Context: an optimization exercise on an open-source flow, tuned for small area, a short achievable clock period and few clock cycles per item. The choices shown serve that exercise and are no tape-out recipe.
No activity file was given, so power comes from the tool's default toggle rates.

==> inputs of job 7779 <==
==> flow/design.v (excerpt) <==
module mult_stream_mac #(
    parameter int DATA_WIDTH = 8,
    parameter int MAP_SIZE = 32,
    parameter int LANES = 32,
    localparam int BEATS = MAP_SIZE * MAP_SIZE / LANES,
    localparam int ACC_WIDTH = 2 * DATA_WIDTH + $clog2(BEATS)
) (
    input  logic                         clk,
    input  logic                         rst_n,
    input  logic                         mode,
    input  logic                         in_valid,
    output logic                         in_ready,
    input  logic [LANES*DATA_WIDTH-1:0]  a,
    input  logic [LANES*DATA_WIDTH-1:0]  b,
    output logic                         out_valid,
    input  logic                         out_ready,
    output logic [LANES*ACC_WIDTH-1:0]   out_data,
    output logic                         out_last
);
==> module mult_stream_mac, before the edit <==
module mult_stream_mac #(
    parameter int DATA_WIDTH = 8,
    parameter int MAP_SIZE = 32,
    parameter int LANES = 32,
    localparam int BEATS = MAP_SIZE * MAP_SIZE / LANES,
    localparam int ACC_WIDTH = 2 * DATA_WIDTH + $clog2(BEATS)
) (
    input  logic                         clk,
    input  logic                         rst_n,
    input  logic                         mode,
    input  logic                         in_valid,
    output logic                         in_ready,
    input  logic [LANES*DATA_WIDTH-1:0]  a,
    input  logic [LANES*DATA_WIDTH-1:0]  b,
    output logic                         out_valid,
    input  logic                         out_ready,
    output logic [LANES*ACC_WIDTH-1:0]   out_data,
    output logic                         out_last
);
    localparam int CW = (BEATS > 1) ? $clog2(BEATS) : 1;
    localparam logic [CW-1:0] LAST_CNT = CW'(BEATS - 1);
    localparam int CSW = 29;    
    logic [CW-1:0]               r_cnt;
    logic                        r_map_mode;
    logic [LANES*CSW-1:0]        r_cs;
    logic                        r_v1, r_first1, r_last1, r_mode1;
    logic [LANES*ACC_WIDTH-1:0]  r_res;
    logic                        r_out_valid, r_out_last;
    logic                        w_stall, w_take, w_adv, w_keep, w_mode;
    assign w_stall   = r_out_valid & ~out_ready;
    assign in_ready  = ~w_stall;
    assign w_take    = in_valid & ~w_stall;
    assign w_mode    = (r_cnt == '0) ? mode : r_map_mode;
    assign w_adv     = r_v1 & ~w_stall;
    assign w_keep    = r_mode1 & ~r_first1;
    assign out_valid = r_out_valid;
    assign out_data  = r_res;
    assign out_last  = r_out_last;
    for (genvar i = 0; i < LANES; i++) begin : g_lane
        logic [CSW-1:0]       w_cs;
        logic [ACC_WIDTH-1:0] w_r, w_s;
        mult_stream_mac_pp u_pp (
            .x(a[i*DATA_WIDTH +: DATA_WIDTH]), .y(b[i*DATA_WIDTH +: DATA_WIDTH]), .cs(w_cs)
        );
        assign w_r = w_keep ? r_res[i*ACC_WIDTH +: ACC_WIDTH] : '0;
        mult_stream_mac_acc u_acc (.cs(r_cs[i*CSW +: CSW]), .r(w_r), .s(w_s));
        always_ff @(posedge clk) begin
            if (w_take) r_cs[i*CSW +: CSW] <= w_cs;
            if (w_adv) r_res[i*ACC_WIDTH +: ACC_WIDTH] <= w_s;
        end
    end
    always_ff @(posedge clk or negedge rst_n) begin
        if (!rst_n) begin
            r_cnt       <= '0;
            r_map_mode  <= 1'b0;
            r_v1        <= 1'b0;
            r_first1    <= 1'b0;
            r_last1     <= 1'b0;
            r_mode1     <= 1'b0;
            r_out_valid <= 1'b0;
            r_out_last  <= 1'b0;
        end else begin
            if (w_take) begin
                r_cnt <= (r_cnt == LAST_CNT) ? '0 : r_cnt + CW'(1);
                if (r_cnt == '0) r_map_mode <= mode;
            end
            if (!w_stall) begin
                r_v1        <= in_valid;
                r_first1    <= (r_cnt == '0);
                r_last1     <= (r_cnt == LAST_CNT);
                r_mode1     <= w_mode;
                r_out_valid <= w_adv & (~r_mode1 | r_last1);
                r_out_last  <= r_mode1 | r_last1;
            end
        end
    end
endmodule
Settings: LEC_CHECK=0, ABC_CLOCK_PERIOD_IN_PS=2000, CAP_MARGIN=20, CORE_MARGIN=2, CORE_UTILIZATION=40, SLEW_MARGIN=20; clock period 7.2 ns.
run.sh (not shown) runs the stock make flow with config.mk's settings and CLKGATE_MAP_FILE= SYNTH_SCRIPT=/design/flow/synth_recipe.tcl, a recipe that flattens the netlist after the stock synthesis.
==> inputs of job 1928, as changes to job 7779 <==
- ABC_CLOCK_PERIOD_IN_PS: 2000 -> default
- SETUP_SLACK_MARGIN: default -> 3.6
==> inputs of job 5099, as changes to job 7779 <==
--- a/flow/design.v
+++ b/flow/design.v
@@ -23,16 +23,25 @@
     logic [CW-1:0]               r_cnt;
     logic                        r_map_mode;
     logic [LANES*CSW-1:0]        r_cs;
-    logic                        r_v1, r_first1, r_last1, r_mode1;
+    logic                        r_v1, r_last1, r_mode1;
     logic [LANES*ACC_WIDTH-1:0]  r_res;
     logic                        r_out_valid, r_out_last;
-    logic                        w_stall, w_take, w_adv, w_keep, w_mode;
+    localparam int NK = 6;         
+    logic [NK-1:0]               r_keep;
+    logic [NK-1:0]               w_keep_nxt;
+    logic                        w_stall, w_take, w_adv, w_kn, w_mode;
     assign w_stall   = r_out_valid & ~out_ready;
     assign in_ready  = ~w_stall;
     assign w_take    = in_valid & ~w_stall;
     assign w_mode    = (r_cnt == '0) ? mode : r_map_mode;
     assign w_adv     = r_v1 & ~w_stall;
-    assign w_keep    = r_mode1 & ~r_first1;
+    assign w_kn      = r_map_mode & (r_cnt != '0);
+    assign w_keep_nxt[0] = w_kn;
+    assign w_keep_nxt[1] = w_kn & in_valid;
+    assign w_keep_nxt[2] = w_kn | ~in_valid;
+    assign w_keep_nxt[3] = ~w_kn;
+    assign w_keep_nxt[4] = ~(w_kn & in_valid);
+    assign w_keep_nxt[5] = ~(w_kn | ~in_valid);
     assign out_valid = r_out_valid;
     assign out_data  = r_res;
     assign out_last  = r_out_last;
@@ -42,6 +51,9 @@
         mult_stream_mac_pp u_pp (
             .x(a[i*DATA_WIDTH +: DATA_WIDTH]), .y(b[i*DATA_WIDTH +: DATA_WIDTH]), .cs(w_cs)
         );
+        localparam int K = i * NK / LANES;
+        logic w_keep;
+        assign w_keep = (K >= NK / 2) ? ~r_keep[K] : r_keep[K];
         assign w_r = w_keep ? r_res[i*ACC_WIDTH +: ACC_WIDTH] : '0;
         mult_stream_mac_acc u_acc (.cs(r_cs[i*CSW +: CSW]), .r(w_r), .s(w_s));
         always_ff @(posedge clk) begin
@@ -54,9 +66,9 @@
             r_cnt       <= '0;
             r_map_mode  <= 1'b0;
             r_v1        <= 1'b0;
-            r_first1    <= 1'b0;
             r_last1     <= 1'b0;
             r_mode1     <= 1'b0;
+            r_keep      <= '0;
             r_out_valid <= 1'b0;
             r_out_last  <= 1'b0;
         end else begin
@@ -66,9 +78,9 @@
             end
             if (!w_stall) begin
                 r_v1        <= in_valid;
-                r_first1    <= (r_cnt == '0);
                 r_last1     <= (r_cnt == LAST_CNT);
                 r_mode1     <= w_mode;
+                r_keep      <= w_keep_nxt;
                 r_out_valid <= w_adv & (~r_mode1 | r_last1);
                 r_out_last  <= r_mode1 | r_last1;
             end
==> flow/flow/run.sh (new file) <==
#!/bin/bash
# The standard layout, with plain buffers (buf_1) rather than delay cells on the ports; ORFS's
# resizer sizes them afterwards as it does every cell. Each step's log is in orfs/logs/.
set -euo pipefail
bash standard.sh "BUFFER_PORTS_ARGS=-buffer_cell sky130_fd_sc_hd__buf_1" finish > standard.log 2>&1
==> flow/standard.sh (new file) <==
#!/bin/bash
# synth_recipe.tcl (not shown) runs the flow's synth.tcl, then flattens the netlist and writes it again
# the make line also repeats each setting of config.mk as NAME=value (left out here)
make -C /OpenROAD-flow-scripts/flow DESIGN_CONFIG=/design/flow/config.mk WORK_HOME=/design/flow/orfs CLKGATE_MAP_FILE= SYNTH_SCRIPT=/design/flow/synth_recipe.tcl "${@:-finish}"
- ABC_CLOCK_PERIOD_IN_PS: 2000 -> default
- SETUP_SLACK_MARGIN: default -> 3.6
removed: flow/run.sh
==> notes <==
Of job 1928 and job 5099, job 5099 has the higher clock-buffer cell count (gap 15).
Against job 7779, the worst setup slack of job 5099 is higher by 1.5 ns.
In synthesized area, job 1928 and job 7779 do not differ.
In clock power, job 1928 and job 7779 hardly differ.
In sequential power, job 5099 and job 1928 hardly differ.
The lowest via count belongs to job 7779, the highest to job 1928.
==> figures <==
quantity	job 5099	job 1928	job 7779
Clock tree buffer count of the final layout	254	239	248
Synthesized area	130,000 sq um	129,700 sq um	129,700 sq um
Unique cell type count in the Yosys netlist	66	69	69
Layout overhead on the synthesized area	19.78%	29.02%	18.80%
Destination of the worst hold path	r_out_last	r_res[588]	r_map_mode
Clock buffer count from CTS	206	203	205
Max-Slew Margin vs Limit	27.58%	37.04%	32.92%
Number of cells in the design after placement	16,950	16,890	16,880
Die Y-Extent	574.2 microns	573.5 microns	573.5 microns
Status	timing/DRC/antenna clean	timing/DRC/antenna clean	timing/DRC/antenna clean
Number of nets produced by synthesis	14,550	14,470	14,470
Async set-or-reset flop fraction in the synthesized netlist	1.051%	0.7444%	0.7444%
Cell occurring most often along the worst timing path	sky130_fd_sc_hd__buf_12	sky130_fd_sc_hd__buf_6	-
No functional check of the RTL was part of any run of this note.

re-timing with driven ports:
How much do the figures lean on ideal ports? The routed layouts below were timed once more, with nothing changed but the port constraints. Step 1 sets driving cells, clkbuf_16 on the clock port and buf_2 on the other inputs (assumed; they add their load-dependent delay and slew). Step 2 moves the port delays by t, midway between the first and last clock arrival at a register: inputs arrive t later, outputs are due t later. That takes back most of the time a late clock gives input paths. a / b / c = ideal / step 1 / step 2; a / b = the first two.
run | t (ns) | setup slack, ns | latest minus earliest clock arrival (ns)
job 7779 | 0.985 | 1.991 / 1.991 / 1.991 | 0.058 / 0.058
job 1928 | 0.960 | 3.045 / 3.045 / 2.611 | 0.073 / 0.074
job 5099 | 0.970 | 3.462 / 3.462 / 2.746 | 0.102 / 0.102
After both steps setup and hold are still met in every run listed. For job 5099, which loses most, drivers alone change the setup slack by 0.000 ns; drivers and shift together by -0.716 ns.
